From an optimization exercise on the open Yosys and OpenROAD flow, aimed at small area and a short achievable clock period; shortcuts taken in it are not production practice. In this exercise RTL edits were held to simulation tests only and were not proved equivalent to the original. Power figures rest on the tool's default switching activity, not on a simulated workload.

== purple ==
==> flow/design.v <==
`timescale 1ns/1ps
package alu19_pkg;
    localparam int          W       = 19;
    localparam logic [18:0] SMAX    = 19'h3FFFF;
    localparam logic [18:0] SMIN    = 19'h40000;
    localparam logic [18:0] ENC_KEY = 19'h0C6FE;
endpackage
`timescale 1ns/1ps
module alu19_add #(parameter int W = 8, parameter int ARCH = 1) (
    input  logic [W-1:0] x,
    input  logic [W-1:0] y,
    input  logic         ci,
    output logic [W-1:0] s,
    output logic         co
);
    localparam int L = (W >= 16) ? 5 : (W >= 8) ? 4 : (W >= 4) ? 3 : (W >= 2) ? 2 : 1;
    logic [W:0] g [0:L];
    logic [W:0] p [0:L];
    logic [W:0] c;
    logic [W-1:0] px;
    for (genvar i = 0; i < W; i++) begin : g_px
        assign px[i] = x[i] ? ~y[i] : y[i];
    end
    assign g[0] = {x, ci};    
    assign p[0] = {px, 1'b0};
    generate
        if (ARCH == 0) begin : g_rip
            assign c[0] = ci;
            for (genvar i = 0; i < W; i++) begin : g_b
                assign c[i+1] = p[0][i+1] ? c[i] : x[i];
            end
        end else if (ARCH == 3) begin : g_bk
            logic [W:0] bg [0:2*L-1];
            logic [W:0] bp [0:2*L-1];
            assign bg[0] = g[0];
            assign bp[0] = p[0];
            for (genvar l = 0; l < L; l++) begin : g_up
                for (genvar i = 0; i <= W; i++) begin : g_b
                    if ((i + 1) % (2 << l) == 0) begin : g_op
                        assign bg[l+1][i] = bp[l][i] ? bg[l][i - (1 << l)] : bg[l][i];
                        assign bp[l+1][i] = bp[l][i] & bp[l][i - (1 << l)];
                    end else begin : g_pass
                        assign bg[l+1][i] = bg[l][i];
                        assign bp[l+1][i] = bp[l][i];
                    end
                end
            end
            for (genvar m = 0; m < L - 1; m++) begin : g_dn
                localparam int LL = L - 2 - m;
                for (genvar i = 0; i <= W; i++) begin : g_b
                    if ((i + 1) % (2 << LL) == (1 << LL) && i >= (2 << LL)) begin : g_op
                        assign bg[L+m+1][i] = bp[L+m][i] ? bg[L+m][i - (1 << LL)] : bg[L+m][i];
                        assign bp[L+m+1][i] = bp[L+m][i] & bp[L+m][i - (1 << LL)];
                    end else begin : g_pass
                        assign bg[L+m+1][i] = bg[L+m][i];
                        assign bp[L+m+1][i] = bp[L+m][i];
                    end
                end
            end
            assign c = bg[2*L-1];
        end else begin : g_pfx
            for (genvar l = 0; l < L; l++) begin : g_lvl
                for (genvar i = 0; i <= W; i++) begin : g_b
                    if (ARCH == 1) begin : g_skl
                        if ((i >> l) & 1) begin : g_op
                            localparam int J = ((i >> l) << l) - 1;
                            assign g[l+1][i] = p[l][i] ? g[l][J] : g[l][i];
                            assign p[l+1][i] = p[l][i] & p[l][J];
                        end else begin : g_pass
                            assign g[l+1][i] = g[l][i];
                            assign p[l+1][i] = p[l][i];
                        end
                    end else begin : g_ks
                        if (i >= (1 << l)) begin : g_op
                            assign g[l+1][i] = p[l][i] ? g[l][i - (1 << l)] : g[l][i];
                            assign p[l+1][i] = p[l][i] & p[l][i - (1 << l)];
                        end else begin : g_pass
                            assign g[l+1][i] = g[l][i];
                            assign p[l+1][i] = p[l][i];
                        end
                    end
                end
            end
            assign c = g[L];
        end
    endgenerate
    for (genvar i = 0; i < W; i++) begin : g_s
        assign s[i] = c[i] ? ~px[i] : px[i];
    end
    assign co = c[W];
endmodule
module alu19_muldiv #(parameter int ARCH = 3, parameter int RIPW = 0) (
    input  logic        div,   
    input  logic [18:0] ac,    
    input  logic [18:0] a,     
    input  logic [18:0] b,     
    output logic [19:0] p,     
    output logic [18:0] q      
);
    logic        sb, inv, inv18;
    logic [19:0] bs;           
    logic [20:0] hz;           
    assign sb    = b[18];
    assign bs    = {sb, b};
    assign inv   = div & ~sb;
    assign inv18 = div ? ~sb : 1'b1;
    always_comb begin
        hz[20] = 1'b1;
        hz[19] = 1'b1;
        for (int n = 18; n >= 0; n--) hz[n] = hz[n+1] & ~(b[n] ^ sb);
    end
    logic [19:0] acc [0:19];
    assign acc[19] = {1'b0, a & {19{div}}};
    genvar k;
    generate
        for (k = 18; k >= 0; k--) begin : g_row
            localparam int WD = 20 - k;
            logic [WD-1:0] x, t;
            logic          iv, co, sel;
            assign x  = acc[k+1][19:k];
            assign iv = (k == 18) ? inv18 : inv;
            alu19_add #(.W(WD), .ARCH(WD <= RIPW ? 0 : ARCH)) u_add (
                .x(x), .y(bs[WD-1:0] ^ {WD{iv}}), .ci(iv), .s(t), .co(co));
            assign sel  = div ? (hz[WD] & co) : ac[k];
            assign q[k] = sel;
            if (k > 0) begin : g_lo
                assign acc[k] = {sel ? t : x, acc[k+1][k-1:0]};
            end else begin : g_last
                assign acc[k] = sel ? t : x;
            end
        end
    endgenerate
    assign p = acc[0];
endmodule
`timescale 1ns/1ps
module alu_19bit (
    input  logic          clk,
    input  logic          rst_n,
    input  logic [18:0]   AC,
    input  logic [18:0]   DR,
    input  logic          ADD,
    input  logic          SUB,
    input  logic          MUL,
    input  logic          DIV,
    input  logic          AND,
    input  logic          OR,
    input  logic          XOR,
    input  logic          NOT,
    input  logic          INC,
    input  logic          DEC,
    input  logic          FFT,
    input  logic          ENC,
    input  logic          DNC,
    input  logic          TNF,
    output logic [18:0]   ALU_OP,
    output logic          OVF_FLAG
);
    localparam logic [18:0] SMIN    = alu19_pkg::SMIN;
    localparam logic [18:0] ENC_KEY = alu19_pkg::ENC_KEY;
    logic s_add, s_sub, s_mul, s_div, s_and, s_or, s_xor, s_not;
    logic s_inc, s_dec, s_fft, s_enc, s_dnc, s_tnf;
    logic hi4, hi8;
    assign s_add = ADD;
    assign s_sub = ~ADD & SUB;
    assign s_mul = ~ADD & ~SUB & MUL;
    assign s_div = ~ADD & ~SUB & ~MUL & DIV;
    assign hi4   = ~ADD & ~SUB & ~MUL & ~DIV;
    assign s_and = hi4 & AND;
    assign s_or  = hi4 & ~AND & OR;
    assign s_xor = hi4 & ~AND & ~OR & XOR;
    assign s_not = hi4 & ~AND & ~OR & ~XOR & NOT;
    assign hi8   = hi4 & ~AND & ~OR & ~XOR & ~NOT;
    assign s_inc = hi8 & INC;
    assign s_dec = hi8 & ~INC & DEC;
    assign s_fft = hi8 & ~INC & ~DEC & FFT;
    assign s_enc = hi8 & ~INC & ~DEC & ~FFT & ENC;
    assign s_dnc = hi8 & ~INC & ~DEC & ~FFT & ~ENC & DNC;
    assign s_tnf = hi8 & ~INC & ~DEC & ~FFT & ~ENC & ~DNC & TNF;
    logic [18:0] ax, ay, ap, as;
    logic [19:0] ac;
    assign ax    = AC ^ {19{s_tnf | s_not}};
    assign ay    = (DR & {19{s_add | s_sub | s_and | s_or | s_xor}}) ^ {19{s_sub | s_dec}};
    assign ac[0] = s_sub | s_inc | s_tnf;
    for (genvar j = 0; j < 19; j++) begin : g_add
        assign ap[j]   = ax[j] ? ~ay[j] : ay[j];
        assign as[j]   = ac[j] ? ~ap[j] : ap[j];
        assign ac[j+1] = ap[j] ? ac[j] : ax[j];
    end
    logic a_ovf;
    assign a_ovf = (ax[18] == ay[18]) && (as[18] != ax[18]);
    function automatic logic [18:0] por(input logic [18:0] x);
        por = x;
        for (int l = 0; l < 5; l++)
            for (int i = 0; i < 19; i++)
                if ((i >> l) & 1) por[i] = por[i] | por[((i >> l) << l) - 1];
    endfunction
    function automatic logic [18:0] cneg(input logic [18:0] x, input logic s);
        logic [18:0] o;
        o = por(x);
        cneg = x ^ ({o[17:0], 1'b0} & {19{s}});
    endfunction
    logic        sa, sb, sgn;
    logic [18:0] ma, mb;
    assign sa  = AC[18];
    assign sb  = DR[18];
    assign sgn = sa ^ sb;
    assign ma  = cneg(AC, sa);
    assign mb  = cneg(DR, sb);
    logic [19:0] p;
    logic [18:0] qm;
    alu19_muldiv u_md (.div(~MUL), .ac(AC), .a(ma), .b(DR), .p(p), .q(qm));
    logic [19:0] sfx;
    logic        big;
    always_comb begin
        sfx[19] = 1'b0;
        for (int n = 18; n >= 0; n--) sfx[n] = sfx[n+1] | mb[n];
        big = 1'b0;
        for (int i = 1; i < 19; i++) big = big | (ma[i] & sfx[19-i]);
    end
    logic pneg, dz;
    logic mul_ovf, div_ovf;
    assign pneg    = sgn & (|AC) & (|DR);
    assign mul_ovf = big | (pneg ? ~(p[19] & p[18]) : (p[19] | p[18]));
    assign dz      = (DR == '0);
    assign div_ovf = dz | (AC == SMIN && DR == 19'h7FFFF);
    logic [18:0] mr, mo, md_r;
    logic        mneg;
    assign mr   = s_mul ? p[18:0] : qm;
    assign mneg = ~s_mul & sgn & ~dz;
    assign mo   = por({mr[18:1], 1'b0});
    assign md_r = {mr[18:1] ^ ((mo[17:0] | {18{mr[0]}}) & {18{mneg}}), mr[0]};
    function automatic logic [18:0] bitrev(input logic [18:0] x);
        for (int i = 0; i < 19; i++) bitrev[i] = x[18-i];
    endfunction
    logic [18:0] ex;
    assign ex = AC ^ ENC_KEY;
    logic [18:0] next_op;
    logic        next_ovf;
    assign next_op =
          ({19{s_add | s_sub | s_inc | s_dec | s_tnf | s_not}} & as)
        | ({19{s_mul | s_div}} & md_r)
        | ({19{s_and}} & (ax & ~ap))
        | ({19{s_or}}  & (ax | ap))
        | ({19{s_xor}} & ap)
        | ({19{s_fft}} & bitrev(AC))
        | ({19{s_enc}} & ({AC[15:0], AC[18:16]} ^ ENC_KEY))
        | ({19{s_dnc}} & {ex[2:0], ex[18:3]});
    assign next_ovf =
          ((s_add | s_sub | s_inc | s_dec | s_tnf) & a_ovf)
        | (s_mul & mul_ovf)
        | (s_div & div_ovf);
    always_ff @(posedge clk or negedge rst_n) begin
        if (!rst_n) begin
            ALU_OP   <= '0;
            OVF_FLAG <= 1'b0;
        end else begin
            ALU_OP   <= next_op;
            OVF_FLAG <= next_ovf;
        end
    end
endmodule
Settings: LEC_CHECK=0, ABC_AREA=1, CAP_MARGIN=20, CORE_MARGIN=2, CORE_UTILIZATION=40, SLEW_MARGIN=20; clock period 50.0 ns.
run.sh (not shown) runs the stock make flow with config.mk's settings and CLKGATE_MAP_FILE= SYNTH_SCRIPT=/design/flow/synth_recipe.tcl, a recipe that flattens the netlist after the stock synthesis.
Input changes introduced in orange (baseline for comparison: purple):
-- flow/design.v --
<<< purple, line 90
    assign co = c[W];
endmodule
module alu19_muldiv #(parameter int ARCH = 3, parameter int RIPW = 0) (
    input  logic        div,   
    input  logic [18:0] ac,    
>>> orange, line 90
    assign co = c[W];
endmodule
module alu19_muldiv #(parameter int ARCH = 3, parameter int RIPW = 4) (
    input  logic        div,   
    input  logic [18:0] ac,    
==> results.txt <==
- Per the comparison of orange with purple, fraction of power spent switching nets went up by 0.16 points; worst hold slack went up by 0.0087 ns; clock group share of total power was more or less identical.
- Maximum number of buffers from clock root to sink delta (orange -> purple): insignificant
- Summary of orange over purple: final area down 0.47%, die area dropped about 1.5%, number of cells on the critical path shows a reduction of 17.
- From purple to orange the numbers moved as follows: first-iteration DRC count -192; power density over cell area about even; total routed wirelength has decreased; maximum number of pins on one net before global-route repair +8.
- orange ended with less fraction of the cycle the final worst path needs than purple.
- Clock-pin slew reported for the worst setup and hold paths after clock tree synthesis: orange vs purple — no meaningful difference
- Comparing orange with purple, the combined area of the multi-input logic cells came out essentially unchanged.

-- static timing again, ports no longer ideal --
The results above use ideal ports. As a check the final layouts listed here were re-extracted and re-timed, cells and wires unchanged. Step 1 (the two cells are an assumption about what drives the block):
set clk [get_ports {clk}]
set_driving_cell -lib_cell sky130_fd_sc_hd__clkbuf_16 $clk
set_driving_cell -lib_cell sky130_fd_sc_hd__buf_2 [delete_from_list [all_inputs] $clk]
Step 2 adds t to the input delays and takes it off the output delays; t is the mean of the earliest and latest rising clock arrival at the registers after step 1. Input paths then give back, and output paths get back, about the clock's delay inside the block. a / b / c = ideal ports / drivers / drivers and shift; a / b = the first two.
| run | shift t [ns] | setup slack, ns | cell pins on the clock port's net |
|---|---|---|---|
| purple | 0.273 | 12.273 / 12.274 / 12.001 | 1 |
| orange | 0.284 | 13.772 / 13.776 / 13.491 | 1 |
After both steps setup and hold are still met in every run listed. For orange, which loses most, drivers alone change the setup slack by +0.004 ns; drivers and shift together by -0.281 ns.
